From an optimization exercise on the open Yosys and OpenROAD flow, aimed at small area, a short achievable clock period and few clock cycles per item; shortcuts taken in it are not production practice.
In this exercise RTL edits were held to simulation tests only and were not proved equivalent to the original.
Power and IR drop assume default switching activity.

==> inputs of job 8993 <==
// canonical_huffman_bit_decoder
module canonical_huffman_bit_decoder #(
  parameter int MAX_CODE_LENGTH = 16,
  parameter int MAX_SYMBOLS     = 256
) (
  input  logic              clk,
  input  logic              rst,
  input  logic              start,
  output logic              busy,
  input  chbd_pkg::opcode_t opcode,
  input  logic [4:0]        level,
  input  logic [7:0]        count,
  input  logic [7:0]        symbol_index,
  input  logic [7:0]        symbol,
  input  logic [8:0]        value_total,
  input  logic              bit_req,
  output logic              done,
  output chbd_pkg::status_t status,
  output logic [7:0]        decoded_symbol,
  output logic [4:0]        code_length
);
  logic [8:0]  in_tot;
  logic [15:0] in_p;
  always_comb begin
    in_tot = (value_total > 9'd256) ? 9'd257 : value_total;
    unique case (opcode)
      OP_COUNT:  in_p = {3'd0, level, count};
      OP_SYMBOL: in_p = {symbol_index, symbol};
      OP_FINISH: in_p = {7'd0, in_tot};
      default:   in_p = {15'd0, bit_req};
    endcase
  end
  logic        a_v;
  logic [2:0]  a_op;
  logic [15:0] a_p;
  logic        a_b;        
  logic        a_sym;      
  logic [15:0] a_wa_hi;    
  logic [15:0] a_wa_lo;
  logic        a_hold;
  logic        accept;
  assign accept = start && !busy;
  logic rst_q;
  always_ff @(posedge clk) rst_q <= rst;
  always_ff @(posedge clk) begin
    if (rst) begin
      a_v <= 1'b0;
    end else if (!a_hold) begin
      a_v <= accept;
    end
  end
  always_ff @(posedge clk) begin
    if (!busy) begin
      a_op <= opcode;
      a_p  <= in_p;
      a_b  <= bit_req;
    end
  end
  logic [7:0]  counts [NUM_LEN];
  logic        ready;
  logic [4:0]  k;        
  logic [8:0]  q;        
  logic        eq;       
  logic [8:0]  off;      
  logic [7:0]  r_cnt;    
  logic        r_lb;     
  logic        r_lv;     
  logic [8*MAX_SYMBOLS-1:0] sym_ram;    
  logic [7:0]               r1_pos;
  logic              w_busy;
  chbd_pkg::status_t w_st_status;
  logic              w_ofl;
  logic [11:0]       w_sum;
  logic [15:0]       w_free;
  logic [4:0]        w_longest;
  logic [3:0]        w_idx;
  ...
Settings: LEC_CHECK=0, CAP_MARGIN=20, CORE_MARGIN=2, CORE_UTILIZATION=40, CTS_CLUSTER_DIAMETER=100, CTS_CLUSTER_SIZE=30, SLEW_MARGIN=20; clock period 9.0 ns.
standard.sh (not shown) runs the stock make flow with config.mk's settings and CLKGATE_MAP_FILE= SYNTH_SCRIPT=/design/flow/synth_recipe.tcl, a recipe that flattens the netlist after the stock synthesis.
==> flow/flow/run.sh <==
#!/bin/bash
# The standard layout, with the timing repair aimed at a shorter period
# than the design's (a larger setup slack margin). The synthesis is the
# standard one, run unchanged; the SDC, floorplan and every other step are
# the standard flow's own. Each run's full output goes to a log file here; ORFS keeps
# each step's log under orfs/logs.
set -euo pipefail
MARGIN=6.0
bash standard.sh synth > synth.log 2>&1
bash standard.sh SETUP_SLACK_MARGIN=$MARGIN finish > layout.log 2>&1
==> job 2022: changes against job 8993 <==
--- a/flow/design.v
+++ b/flow/design.v
@@ -39,24 +39,22 @@
   logic        st_mode;
   logic [7:0]  n_q;        
   logic [3:0]  k;
   logic [16:0] f;
   logic [12:0] acc;
   logic [17:0] fd;
   logic [12:0] as;
-  logic [17:0] af;
   logic        ofl_here;
   logic        kv_fail;
   logic        last_len;
   logic        nz;
   logic        step;
   always_comb begin
     fd       = {1'b0, f} - {10'd0, n_q};
     as       = acc + {5'd0, n_q};
-    af       = {{5{acc[12]}}, acc} + {1'b0, f} + 18'd1;
     ofl_here = fd[17];
     kv_fail  = !as[12];
     last_len = (k == 4'd15);
     nz       = (n_q != 8'd0);
     step     = active && !prime;
   end
   assign idx  = prime ? 4'd0 : k + 4'd1;
@@ -73,15 +71,16 @@
     end else begin
       prime <= 1'b0;
       if (step && (last_len || (st_mode && (ofl_here || kv_fail)))) active <= 1'b0;
     end
   end
   always_ff @(posedge clk) begin
     if (step && st_mode) begin
-      st_status <= ((ofl_here || kv_fail) && af[17]) ? ST_OVERFULL : ST_MISMATCH;
+      st_status <= ((ofl_here || kv_fail) && (f[16:10] == 7'd0) && (~acc[9:0] > f[9:0]))
+                   ? ST_OVERFULL : ST_MISMATCH;
     end
   end
   always_ff @(posedge clk) begin
     if (go_bg || go_st) begin
       k   <= '0;
       f   <= 17'd2;
       acc <= go_st ? ~{4'd0, total} : 13'd0;
@@ -145,17 +144,17 @@
       default:   in_p = {15'd0, bit_req};
     endcase
   end
   logic        a_v;
   logic [2:0]  a_op;
   logic [15:0] a_p;
   logic        a_b;        
-  logic        a_sym;      
-  logic [15:0] a_wa_hi;    
-  logic [15:0] a_wa_lo;
+  logic        a_sym_n;    
+  logic [15:0] a_wa_hi_n;  
+  logic [15:0] a_wa_lo_n;
   logic        a_hold;
   logic        accept;
   assign accept = start && !busy;
   logic rst_q;
   always_ff @(posedge clk) rst_q <= rst;
   always_ff @(posedge clk) begin
     if (rst) begin
@@ -220,23 +219,23 @@
       fin_wait <= 1'b0;
     end
   end
   logic in_fin_ok;
   assign in_fin_ok = !w_ofl && (w_sum == {3'd0, in_tot});
   always_ff @(posedge clk) begin
     if (rst) begin
-      a_sym <= 1'b0;
+      a_sym_n <= 1'b1;
     end else begin
-      a_sym <= accept && (opcode == OP_SYMBOL);
+      a_sym_n <= !(accept && (opcode == OP_SYMBOL));
     end
   end
   always_ff @(posedge clk) begin
     for (int j = 0; j < 16; j++) begin
-      a_wa_hi[j] <= (symbol_index[7:4] == 4'(j));
-      a_wa_lo[j] <= (symbol_index[3:0] == 4'(j));
+      a_wa_hi_n[j] <= (symbol_index[7:4] != 4'(j));
+      a_wa_lo_n[j] <= (symbol_index[3:0] != 4'(j));
     end
   end
   always_ff @(posedge clk) begin
     if (rst) begin
       busy <= 1'b0;
     end else begin
       busy <= a_hold ||
@@ -329,15 +328,15 @@
       r_cnt <= rown_cnt;
       r_lb  <= rown_lb;
       r_lv  <= rown_lv;
     end
   end
   always_ff @(posedge clk) begin
     for (int i = 0; i < MAX_SYMBOLS; i++) begin
-      if (a_sym && a_wa_hi[i / 16] && a_wa_lo[i % 16]) sym_ram[8*i +: 8] <= a_p[7:0];
+      if (!(a_sym_n || a_wa_hi_n[i / 16] || a_wa_lo_n[i % 16])) sym_ram[8*i +: 8] <= a_p[7:0];
     end
   end
   logic [7:0] rd_data;
   assign rd_data = sym_ram[8*r1_pos +: 8];
   logic              r1_v;
   chbd_pkg::status_t r1_st;
   logic [4:0]        r1_len;
@@ -380,12 +379,29 @@
     end else begin
       r2_v   <= 1'b1;
       r2_st  <= r1_st;
       r2_len <= r1_len;
       r2_sym <= r1_sym ? rd_data : 8'd0;
     end
   end
-  assign done           = r2_v;
-  assign status         = r2_st;
-  assign code_length    = r2_len;
-  assign decoded_symbol = r2_sym;
+  logic              r3_v;
+  chbd_pkg::status_t r3_st;
+  logic [4:0]        r3_len;
+  logic [7:0]        r3_sym;
+  always_ff @(posedge clk) begin
+    if (rst) begin
+      r3_v   <= 1'b0;
+      r3_st  <= ST_OK;
+      r3_len <= '0;
+      r3_sym <= '0;
+    end else begin
+      r3_v   <= r2_v;
+      r3_st  <= r2_st;
+      r3_len <= r2_len;
+      r3_sym <= r2_sym;
+    end
+  end
+  assign done           = r3_v;
+  assign status         = r3_st;
+  assign code_length    = r3_len;
+  assign decoded_symbol = r3_sym;
 endmodule
==> flow/config.mk (replaced) <==
export PLATFORM = sky130hd
export DESIGN_NAME = canonical_huffman_bit_decoder
export DESIGN_NICKNAME = canonical_huffman_bit_decoder
export VERILOG_FILES = /design/flow/design.v
export SDC_FILE = /design/flow/constraint.sdc
export NUM_CORES = 4
export LEC_CHECK = 0
export CAP_MARGIN = 20
export CORE_MARGIN = 2
export CORE_UTILIZATION = 50
export CTS_CLUSTER_DIAMETER = 100
export CTS_CLUSTER_SIZE = 30
export SLEW_MARGIN = 20
==> job 7518: changes against job 8993 <==
--- a/flow/design.v
+++ b/flow/design.v
@@ -39,24 +39,22 @@
   logic        st_mode;
   logic [7:0]  n_q;        
   logic [3:0]  k;
   logic [16:0] f;
   logic [12:0] acc;
   logic [17:0] fd;
   logic [12:0] as;
-  logic [17:0] af;
   logic        ofl_here;
   logic        kv_fail;
   logic        last_len;
   logic        nz;
   logic        step;
   always_comb begin
     fd       = {1'b0, f} - {10'd0, n_q};
     as       = acc + {5'd0, n_q};
-    af       = {{5{acc[12]}}, acc} + {1'b0, f} + 18'd1;
     ofl_here = fd[17];
     kv_fail  = !as[12];
     last_len = (k == 4'd15);
     nz       = (n_q != 8'd0);
     step     = active && !prime;
   end
   assign idx  = prime ? 4'd0 : k + 4'd1;
@@ -73,15 +71,16 @@
     end else begin
       prime <= 1'b0;
       if (step && (last_len || (st_mode && (ofl_here || kv_fail)))) active <= 1'b0;
     end
   end
   always_ff @(posedge clk) begin
     if (step && st_mode) begin
-      st_status <= ((ofl_here || kv_fail) && af[17]) ? ST_OVERFULL : ST_MISMATCH;
+      st_status <= ((ofl_here || kv_fail) && (f[16:10] == 7'd0) && (~acc[9:0] > f[9:0]))
+                   ? ST_OVERFULL : ST_MISMATCH;
     end
   end
   always_ff @(posedge clk) begin
     if (go_bg || go_st) begin
       k   <= '0;
       f   <= 17'd2;
       acc <= go_st ? ~{4'd0, total} : 13'd0;
@@ -145,17 +144,17 @@
       default:   in_p = {15'd0, bit_req};
     endcase
   end
   logic        a_v;
   logic [2:0]  a_op;
   logic [15:0] a_p;
   logic        a_b;        
-  logic        a_sym;      
-  logic [15:0] a_wa_hi;    
-  logic [15:0] a_wa_lo;
+  logic        a_sym_n;    
+  logic [15:0] a_wa_hi_n;  
+  logic [15:0] a_wa_lo_n;
   logic        a_hold;
   logic        accept;
   assign accept = start && !busy;
   logic rst_q;
   always_ff @(posedge clk) rst_q <= rst;
   always_ff @(posedge clk) begin
     if (rst) begin
@@ -220,23 +219,23 @@
       fin_wait <= 1'b0;
     end
   end
   logic in_fin_ok;
   assign in_fin_ok = !w_ofl && (w_sum == {3'd0, in_tot});
   always_ff @(posedge clk) begin
     if (rst) begin
-      a_sym <= 1'b0;
+      a_sym_n <= 1'b1;
     end else begin
-      a_sym <= accept && (opcode == OP_SYMBOL);
+      a_sym_n <= !(accept && (opcode == OP_SYMBOL));
     end
   end
   always_ff @(posedge clk) begin
     for (int j = 0; j < 16; j++) begin
-      a_wa_hi[j] <= (symbol_index[7:4] == 4'(j));
-      a_wa_lo[j] <= (symbol_index[3:0] == 4'(j));
+      a_wa_hi_n[j] <= (symbol_index[7:4] != 4'(j));
+      a_wa_lo_n[j] <= (symbol_index[3:0] != 4'(j));
     end
   end
   always_ff @(posedge clk) begin
     if (rst) begin
       busy <= 1'b0;
     end else begin
       busy <= a_hold ||
@@ -329,15 +328,15 @@
       r_cnt <= rown_cnt;
       r_lb  <= rown_lb;
       r_lv  <= rown_lv;
     end
   end
   always_ff @(posedge clk) begin
     for (int i = 0; i < MAX_SYMBOLS; i++) begin
-      if (a_sym && a_wa_hi[i / 16] && a_wa_lo[i % 16]) sym_ram[8*i +: 8] <= a_p[7:0];
+      if (!(a_sym_n || a_wa_hi_n[i / 16] || a_wa_lo_n[i % 16])) sym_ram[8*i +: 8] <= a_p[7:0];
     end
   end
   logic [7:0] rd_data;
   assign rd_data = sym_ram[8*r1_pos +: 8];
   logic              r1_v;
   chbd_pkg::status_t r1_st;
   logic [4:0]        r1_len;
@@ -380,12 +379,29 @@
     end else begin
       r2_v   <= 1'b1;
       r2_st  <= r1_st;
       r2_len <= r1_len;
       r2_sym <= r1_sym ? rd_data : 8'd0;
     end
   end
-  assign done           = r2_v;
-  assign status         = r2_st;
-  assign code_length    = r2_len;
-  assign decoded_symbol = r2_sym;
+  logic              r3_v;
+  chbd_pkg::status_t r3_st;
+  logic [4:0]        r3_len;
+  logic [7:0]        r3_sym;
+  always_ff @(posedge clk) begin
+    if (rst) begin
+      r3_v   <= 1'b0;
+      r3_st  <= ST_OK;
+      r3_len <= '0;
+      r3_sym <= '0;
+    end else begin
+      r3_v   <= r2_v;
+      r3_st  <= r2_st;
+      r3_len <= r2_len;
+      r3_sym <= r2_sym;
+    end
+  end
+  assign done           = r3_v;
+  assign status         = r3_st;
+  assign code_length    = r3_len;
+  assign decoded_symbol = r3_sym;
 endmodule
--- a/flow/config.mk
+++ b/flow/config.mk
@@ -6,8 +6,9 @@
 export NUM_CORES = 4
 export LEC_CHECK = 0
 export CAP_MARGIN = 20
 export CORE_MARGIN = 2
 export CORE_UTILIZATION = 40
 export CTS_CLUSTER_DIAMETER = 100
 export CTS_CLUSTER_SIZE = 30
+export PLACE_DENSITY = 0.72
 export SLEW_MARGIN = 20
==> job 5529: changes against job 8993 <==
--- a/flow/design.v
+++ b/flow/design.v
@@ -39,24 +39,22 @@
   logic        st_mode;
   logic [7:0]  n_q;        
   logic [3:0]  k;
   logic [16:0] f;
   logic [12:0] acc;
   logic [17:0] fd;
   logic [12:0] as;
-  logic [17:0] af;
   logic        ofl_here;
   logic        kv_fail;
   logic        last_len;
   logic        nz;
   logic        step;
   always_comb begin
     fd       = {1'b0, f} - {10'd0, n_q};
     as       = acc + {5'd0, n_q};
-    af       = {{5{acc[12]}}, acc} + {1'b0, f} + 18'd1;
     ofl_here = fd[17];
     kv_fail  = !as[12];
     last_len = (k == 4'd15);
     nz       = (n_q != 8'd0);
     step     = active && !prime;
   end
   assign idx  = prime ? 4'd0 : k + 4'd1;
@@ -73,15 +71,16 @@
     end else begin
       prime <= 1'b0;
       if (step && (last_len || (st_mode && (ofl_here || kv_fail)))) active <= 1'b0;
     end
   end
   always_ff @(posedge clk) begin
     if (step && st_mode) begin
-      st_status <= ((ofl_here || kv_fail) && af[17]) ? ST_OVERFULL : ST_MISMATCH;
+      st_status <= ((ofl_here || kv_fail) && (f[16:10] == 7'd0) && (~acc[9:0] > f[9:0]))
+                   ? ST_OVERFULL : ST_MISMATCH;
     end
   end
   always_ff @(posedge clk) begin
     if (go_bg || go_st) begin
       k   <= '0;
       f   <= 17'd2;
       acc <= go_st ? ~{4'd0, total} : 13'd0;
@@ -145,17 +144,17 @@
       default:   in_p = {15'd0, bit_req};
     endcase
   end
   logic        a_v;
   logic [2:0]  a_op;
   logic [15:0] a_p;
   logic        a_b;        
-  logic        a_sym;      
-  logic [15:0] a_wa_hi;    
-  logic [15:0] a_wa_lo;
+  logic        a_sym_n;    
+  logic [15:0] a_wa_hi_n;  
+  logic [15:0] a_wa_lo_n;
   logic        a_hold;
   logic        accept;
   assign accept = start && !busy;
   logic rst_q;
   always_ff @(posedge clk) rst_q <= rst;
   always_ff @(posedge clk) begin
     if (rst) begin
@@ -220,23 +219,23 @@
       fin_wait <= 1'b0;
     end
   end
   logic in_fin_ok;
   assign in_fin_ok = !w_ofl && (w_sum == {3'd0, in_tot});
   always_ff @(posedge clk) begin
     if (rst) begin
-      a_sym <= 1'b0;
+      a_sym_n <= 1'b1;
     end else begin
-      a_sym <= accept && (opcode == OP_SYMBOL);
+      a_sym_n <= !(accept && (opcode == OP_SYMBOL));
     end
   end
   always_ff @(posedge clk) begin
     for (int j = 0; j < 16; j++) begin
-      a_wa_hi[j] <= (symbol_index[7:4] == 4'(j));
-      a_wa_lo[j] <= (symbol_index[3:0] == 4'(j));
+      a_wa_hi_n[j] <= (symbol_index[7:4] != 4'(j));
+      a_wa_lo_n[j] <= (symbol_index[3:0] != 4'(j));
     end
   end
   always_ff @(posedge clk) begin
     if (rst) begin
       busy <= 1'b0;
     end else begin
       busy <= a_hold ||
@@ -329,15 +328,15 @@
       r_cnt <= rown_cnt;
       r_lb  <= rown_lb;
       r_lv  <= rown_lv;
     end
   end
   always_ff @(posedge clk) begin
     for (int i = 0; i < MAX_SYMBOLS; i++) begin
-      if (a_sym && a_wa_hi[i / 16] && a_wa_lo[i % 16]) sym_ram[8*i +: 8] <= a_p[7:0];
+      if (!(a_sym_n || a_wa_hi_n[i / 16] || a_wa_lo_n[i % 16])) sym_ram[8*i +: 8] <= a_p[7:0];
     end
   end
   logic [7:0] rd_data;
   assign rd_data = sym_ram[8*r1_pos +: 8];
   logic              r1_v;
   chbd_pkg::status_t r1_st;
   logic [4:0]        r1_len;
@@ -380,12 +379,29 @@
     end else begin
       r2_v   <= 1'b1;
       r2_st  <= r1_st;
       r2_len <= r1_len;
       r2_sym <= r1_sym ? rd_data : 8'd0;
     end
   end
-  assign done           = r2_v;
-  assign status         = r2_st;
-  assign code_length    = r2_len;
-  assign decoded_symbol = r2_sym;
+  logic              r3_v;
+  chbd_pkg::status_t r3_st;
+  logic [4:0]        r3_len;
+  logic [7:0]        r3_sym;
+  always_ff @(posedge clk) begin
+    if (rst) begin
+      r3_v   <= 1'b0;
+      r3_st  <= ST_OK;
+      r3_len <= '0;
+      r3_sym <= '0;
+    end else begin
+      r3_v   <= r2_v;
+      r3_st  <= r2_st;
+      r3_len <= r2_len;
+      r3_sym <= r2_sym;
+    end
+  end
+  assign done           = r3_v;
+  assign status         = r3_st;
+  assign code_length    = r3_len;
+  assign decoded_symbol = r3_sym;
 endmodule
==> flow/flow/run.sh (replaced) <==
#!/bin/bash
# The standard layout, with the timing repair aimed at a shorter period
# than the design's (a larger setup slack margin). The synthesis is the
# standard one, run unchanged; the SDC, floorplan and every other step are
# the standard flow's own. Each run's full output goes to a log file here; ORFS keeps
# each step's log under orfs/logs.
set -euo pipefail
MARGIN=5.9
bash standard.sh synth > synth.log 2>&1
bash standard.sh SETUP_SLACK_MARGIN=$MARGIN finish > layout.log 2>&1
==> metrics.md <==
| Metric | Value |
|---|---|
| Skew-Pair Late Insertion Delay | `a little over 0.8 ns` |
| Status | `no timing/DRC/antenna violations` |
| Reg2reg setup slack | `just over 6 ns` |
| Vias per Instance | `around 5.8` |
| Fraction of standard cell area that is sequential | `~67%` |
| Clock-cell share of area | `3.00%` |
| Sw Ratio | `23.4%` |
| Seq cells post-synth | `2379` |
# the run above: job 8993

==> metrics.md <==
| Metric | Value |
|---|---|
| Skew-Pair Late Insertion Delay | `about 0.81 ns` |
| Fraction of standard cell area that is sequential | `between 60% and 70%` |
| Critical Path Source | `r3_v` |
| Final Max Slew Viols | `0` |
| Reg2reg setup slack | `approximately 5.9 ns` |
| Seq cells post-synth | `2396` |
| Peak VDD IR | `~0.15 mV` |
| Clock-cell share of area | `roughly 2.7%` |
| Synth Area in XOR/XNOR | `less than 1%` |
| Count of multi-input gates | `2359` |
| Status | `no timing/DRC/antenna violations` |
# the run above: job 7518

==> metrics.md <==
| Metric | Value |
|---|---|
| Seq cells post-synth | `2396` |
| Vias per Instance | `roughly 5.7` |
| Reg2reg setup slack | `between 5 and 6 ns` |
| Clock-cell share of area | `under 10%` |
| Skew-Pair Late Insertion Delay | `0.80 ns` |
| Layout clock buffer count | `around 140` |
| Sw Ratio | `between 20% and 30%` |
| Syn_nets | `5251` |
| Status | `no timing/DRC/antenna violations` |
| Synth top cells by count | `2217 x edfxtp_1, 544 x mux4_2, 457 x nor2_1` |
| Leakage | `about 32 nW` |
# the run above: job 5529

==> metrics.md <==
| Metric | Value |
|---|---|
| First-pass GRT wire length | `between 300000 and 400000 um` |
| Fraction of standard cell area that is sequential | `roughly two thirds` |
| Seq cells post-synth | `roughly 2400` |
| Clock-cell share of area | `~2.7%` |
| Status | `no timing/DRC/antenna violations` |
| Reg2reg setup slack | `between 6 and 7 ns` |
| Skew-Pair Late Insertion Delay | `approximately 0.80 ns` |
# the run above: job 2022

Testbench counts of job 8993, summed over its fixed seeds: cycles 92,206, items 91,490.
Testbench counts of job 2022, summed over its fixed seeds: cycles 92,214, items 91,490.
Testbench counts of job 7518, summed over its fixed seeds: cycles 92,214, items 91,490.
Testbench counts of job 5529, summed over its fixed seeds: cycles 92,214, items 91,490.

[static timing again, ports no longer ideal]
The flow's constraints put no driver on any port. The routed layouts listed below were extracted and timed again, unchanged, in two steps. Step 1, drivers: a clkbuf_16 drives clk and a buf_2 each remaining input, both assumed. Step 2 moves the port delays by t, midway between the first and last clock arrival at a register: inputs arrive t later, outputs are due t later. That takes back most of the time a late clock gives input paths. Three values: ideal, step 1, step 2; two values: the first two.
run	shift t [ns]	setup WS [ns]	worst data-port slew with drivers (ns)
job 8993	0.867	5.833 / 5.745 / 5.275	0.11
job 2022	0.865	5.931 / 5.846 / 5.184	0.04
job 7518	0.866	5.933 / 5.847 / 5.252	0.04
job 5529	0.865	5.924 / 5.833 / 5.183	0.15
After both steps setup and hold are still met in every run listed. For job 2022, which loses most, drivers alone change the setup slack by -0.085 ns; drivers and shift together by -0.747 ns.
